From an optimization exercise on the open Yosys and OpenROAD flow, aimed at small area and a short achievable clock period; shortcuts taken in it are not production practice. Function was checked by simulation only, so behaviour that the tests miss may differ from the original. Power and IR drop assume default switching activity.

==> flow/design.v <==
module rf_oai22 (
  input  logic a0, b0, a1, b1,
  output logic y
);
  assign y = ~((a0 | b0) & (a1 | b1));
endmodule
module rf_nor2 (
  input  logic a, b,
  output logic y
);
  assign y = ~(a | b);
endmodule
module rf_nand3 (
  input  logic a, b, c,
  output logic y
);
  assign y = ~(a & b & c);
endmodule
module rf_rddec (
  input  logic [4:0]  addr,
  output logic [31:1] sel_n
);
  logic [3:0] p01, p23;
  logic [1:0] p4;
  for (genvar j = 0; j < 4; j++) begin : g_p
    assign p01[j] = (addr[1:0] == 2'(j));
    assign p23[j] = (addr[3:2] == 2'(j));
  end
  assign p4 = {addr[4], ~addr[4]};
  for (genvar k = 1; k < 32; k++) begin : g_k
    rf_nand3 u_nd (.a (p01[k % 4]), .b (p23[(k / 4) % 4]), .c (p4[k / 16]), .y (sel_n[k]));
  end
endmodule
module rf_nand4 (
  input  logic a, b, c, d,
  output logic y
);
  assign y = ~(a & b & c & d);
endmodule
module rf_rdport #(
  parameter int W = 33
) (
  input  logic [31:1]        sel_n,
  input  logic [31:1][W-1:0] ent_n,
  output logic [W-1:0]       dout
);
  for (genvar b = 0; b < W; b++) begin : g_bit
    logic [15:0] y;
    logic [7:0]  z;
    logic [1:0]  w;
    for (genvar g = 0; g < 15; g++) begin : g_grp
      rf_oai22 u_oai (
        .a0 (sel_n[2*g+1]), .b0 (ent_n[2*g+1][b]),
        .a1 (sel_n[2*g+2]), .b1 (ent_n[2*g+2][b]),
        .y  (y[g])
      );
    end
    rf_nor2 u_nor15 (.a (sel_n[31]), .b (ent_n[31][b]), .y (y[15]));
    for (genvar j = 0; j < 8; j++) begin : g_z
      rf_nor2 u_z (.a (y[2*j]), .b (y[2*j+1]), .y (z[j]));
    end
    for (genvar j = 0; j < 2; j++) begin : g_w
      rf_nand4 u_w (.a (z[4*j]), .b (z[4*j+1]), .c (z[4*j+2]), .d (z[4*j+3]), .y (w[j]));
    end
    assign dout[b] = |w;
  end
endmodule
module regfile_sb #(
  parameter int DATA_W = 32,
  parameter int ADDR_W = 5
) (
  input  logic              clk,
  input  logic              reset,
  input  logic              rg_wrt_en,
  input  logic [ADDR_W-1:0] rg_wrt_addr,
  input  logic [DATA_W-1:0] rg_wrt_data,
  input  logic [ADDR_W-1:0] rg_rd_addr1,
  input  logic [ADDR_W-1:0] rg_rd_addr2,
  output logic [DATA_W-1:0] rg_rd_data1,
  output logic [DATA_W-1:0] rg_rd_data2,
  input  logic              sb_set_en,
  input  logic [ADDR_W-1:0] sb_set_addr,
  output logic              rd_busy1,
  output logic              rd_busy2,
  output logic              stall,
  output logic [ADDR_W:0]   pend_cnt
);
  localparam int DEPTH = 2**ADDR_W;
  logic [DEPTH-1:1][DATA_W:0] ent_n;     
  logic [DEPTH-1:1]           busy_n;
  logic [DEPTH-1:1]           wr_hit, set_hit, ld;
  logic [DEPTH-1:1]           sel1_n, sel2_n;
  logic [DATA_W-1:0]          wr_data_n;
  logic [ADDR_W:0]            pend_cnt_q;
  assign wr_data_n = ~rg_wrt_data | {DATA_W{reset}};
  rf_rddec u_dec1 (.addr (rg_rd_addr1), .sel_n (sel1_n));
  rf_rddec u_dec2 (.addr (rg_rd_addr2), .sel_n (sel2_n));
  for (genvar i = 1; i < DEPTH; i++) begin : g_ent
    assign wr_hit[i]  = rg_wrt_en && (rg_wrt_addr == ADDR_W'(i));
    assign set_hit[i] = sb_set_en && (sb_set_addr == ADDR_W'(i));
    assign ld[i]      = reset || wr_hit[i];
    logic [DATA_W-1:0] data_n_q;
    logic              busy_n_q;
    always_ff @(posedge clk) begin
      if (ld[i]) data_n_q <= wr_data_n;
    end
    always_ff @(posedge clk) begin
      if (reset)           busy_n_q <= 1'b1;
      else if (set_hit[i]) busy_n_q <= 1'b0;
      else if (wr_hit[i])  busy_n_q <= 1'b1;
    end
    assign busy_n[i] = busy_n_q;
    assign ent_n[i]  = {busy_n_q, data_n_q};
  end
  rf_rdport #(.W(DATA_W + 1)) u_rd1 (
    .sel_n (sel1_n),
    .ent_n (ent_n),
    .dout  ({rd_busy1, rg_rd_data1})
  );
  rf_rdport #(.W(DATA_W + 1)) u_rd2 (
    .sel_n (sel2_n),
    .ent_n (ent_n),
    .dout  ({rd_busy2, rg_rd_data2})
  );
  assign stall = rd_busy1 | rd_busy2;
  logic inc, dec;
  assign inc = |(set_hit & busy_n);
  assign dec = |(wr_hit & ~busy_n & ~set_hit);
  always_ff @(posedge clk) begin
    if (reset)            pend_cnt_q <= '0;
    else if (inc && !dec) pend_cnt_q <= pend_cnt_q + 1'b1;
    else if (dec && !inc) pend_cnt_q <= pend_cnt_q - 1'b1;
  end
  assign pend_cnt = pend_cnt_q;
endmodule
Settings: LEC_CHECK=0, CAP_MARGIN=20, CORE_MARGIN=2, CORE_UTILIZATION=40, CTS_CLUSTER_DIAMETER=80, CTS_CLUSTER_SIZE=24, SETUP_SLACK_MARGIN=2.0, SLEW_MARGIN=20, SYNTH_HIERARCHICAL=1; clock period 6.5 ns.
standard.sh (not shown) runs the stock make flow with config.mk's settings and CLKGATE_MAP_FILE= SYNTH_SCRIPT=/design/flow/synth_recipe.tcl, a recipe that flattens the netlist after the stock synthesis.
==> flow/flow/run.sh <==
#!/bin/bash
# Standard layout (bash standard.sh), with two changes to how it is made:
#  - port buffers are sky130_fd_sc_hd__buf_2 (buffer_ports otherwise picks a
#    delay cell), so timing repair starts from a plain buffer on every port;
#  - sizing may swap cells of a different footprint (MATCH_CELL_FOOTPRINT=0).
# Synthesis, floorplan, power grid, tap cells, CTS and routing are otherwise
# the standard flow's. The make output goes to make.log in the work folder;
# each ORFS step keeps its own log under orfs/logs.
set -euo pipefail
export BUFFER_PORTS_ARGS="-buffer_cell sky130_fd_sc_hd__buf_2"
sed 's#"\${@:-finish}"#MATCH_CELL_FOOTPRINT=0 "${@:-finish}"#' standard.sh > std_fp.sh
grep -q 'MATCH_CELL_FOOTPRINT=0' std_fp.sh
bash std_fp.sh finish > make.log 2>&1
test -s out/final.def
Rerun with:
--- a/flow/design.v
+++ b/flow/design.v
@@ -7,31 +7,10 @@
 module rf_nor2 (
   input  logic a, b,
   output logic y
 );
   assign y = ~(a | b);
-endmodule
-module rf_nand3 (
-  input  logic a, b, c,
-  output logic y
-);
-  assign y = ~(a & b & c);
-endmodule
-module rf_rddec (
-  input  logic [4:0]  addr,
-  output logic [31:1] sel_n
-);
-  logic [3:0] p01, p23;
-  logic [1:0] p4;
-  for (genvar j = 0; j < 4; j++) begin : g_p
-    assign p01[j] = (addr[1:0] == 2'(j));
-    assign p23[j] = (addr[3:2] == 2'(j));
-  end
-  assign p4 = {addr[4], ~addr[4]};
-  for (genvar k = 1; k < 32; k++) begin : g_k
-    rf_nand3 u_nd (.a (p01[k % 4]), .b (p23[(k / 4) % 4]), .c (p4[k / 16]), .y (sel_n[k]));
-  end
 endmodule
 module rf_nand4 (
   input  logic a, b, c, d,
   output logic y
 );
@@ -91,16 +70,16 @@
   logic [DEPTH-1:1]           wr_hit, set_hit, ld;
   logic [DEPTH-1:1]           sel1_n, sel2_n;
   logic [DATA_W-1:0]          wr_data_n;
   logic [ADDR_W:0]            pend_cnt_q;
   assign wr_data_n = ~rg_wrt_data | {DATA_W{reset}};
-  rf_rddec u_dec1 (.addr (rg_rd_addr1), .sel_n (sel1_n));
-  rf_rddec u_dec2 (.addr (rg_rd_addr2), .sel_n (sel2_n));
   for (genvar i = 1; i < DEPTH; i++) begin : g_ent
     assign wr_hit[i]  = rg_wrt_en && (rg_wrt_addr == ADDR_W'(i));
     assign set_hit[i] = sb_set_en && (sb_set_addr == ADDR_W'(i));
     assign ld[i]      = reset || wr_hit[i];
+    assign sel1_n[i]  = (rg_rd_addr1 != ADDR_W'(i));
+    assign sel2_n[i]  = (rg_rd_addr2 != ADDR_W'(i));
     logic [DATA_W-1:0] data_n_q;
     logic              busy_n_q;
     always_ff @(posedge clk) begin
       if (ld[i]) data_n_q <= wr_data_n;
     end
Effect: The changed run completed with no timing, DRC or antenna violations. Sequential share of layout area falls by 1.4 points. Clock power hardly moves. Sequential power hardly moves. Non-clock buffer count rises by 9. Worst setup slack is worse by 0.063 ns. Global-route usage rises by 1.7 points. Total power rises by about 0.64%. Die area stays flat. Combinational power rises by about 7%. Cell count rises by about 0.9%.

[static timing again, ports no longer ideal]
The results above use ideal ports. As a check the final layouts listed here were re-extracted and re-timed, cells and wires unchanged.
Step 1: set_driving_cell puts a clkbuf_16 on clk and a buf_2 on each other input, an assumption about the parent block.
Step 2 moves the port delays by t, midway between the first and last clock arrival at a register: inputs arrive t later, outputs are due t later. That takes back most of the time a late clock gives input paths.
Three values: ideal ports, drivers, drivers and shift; two values: the first two.
run	t, ns	setup WS [ns]	worst setup path after step 2
the first run	0.732	1.922 / 1.873 / 1.490	input to register
the second run	0.744	1.859 / 1.712 / 1.447	input to register
After both steps every run listed still meets setup and hold. The setup slack of the first run, which loses most, moves by -0.049 ns with the drivers and by -0.432 ns with both steps.
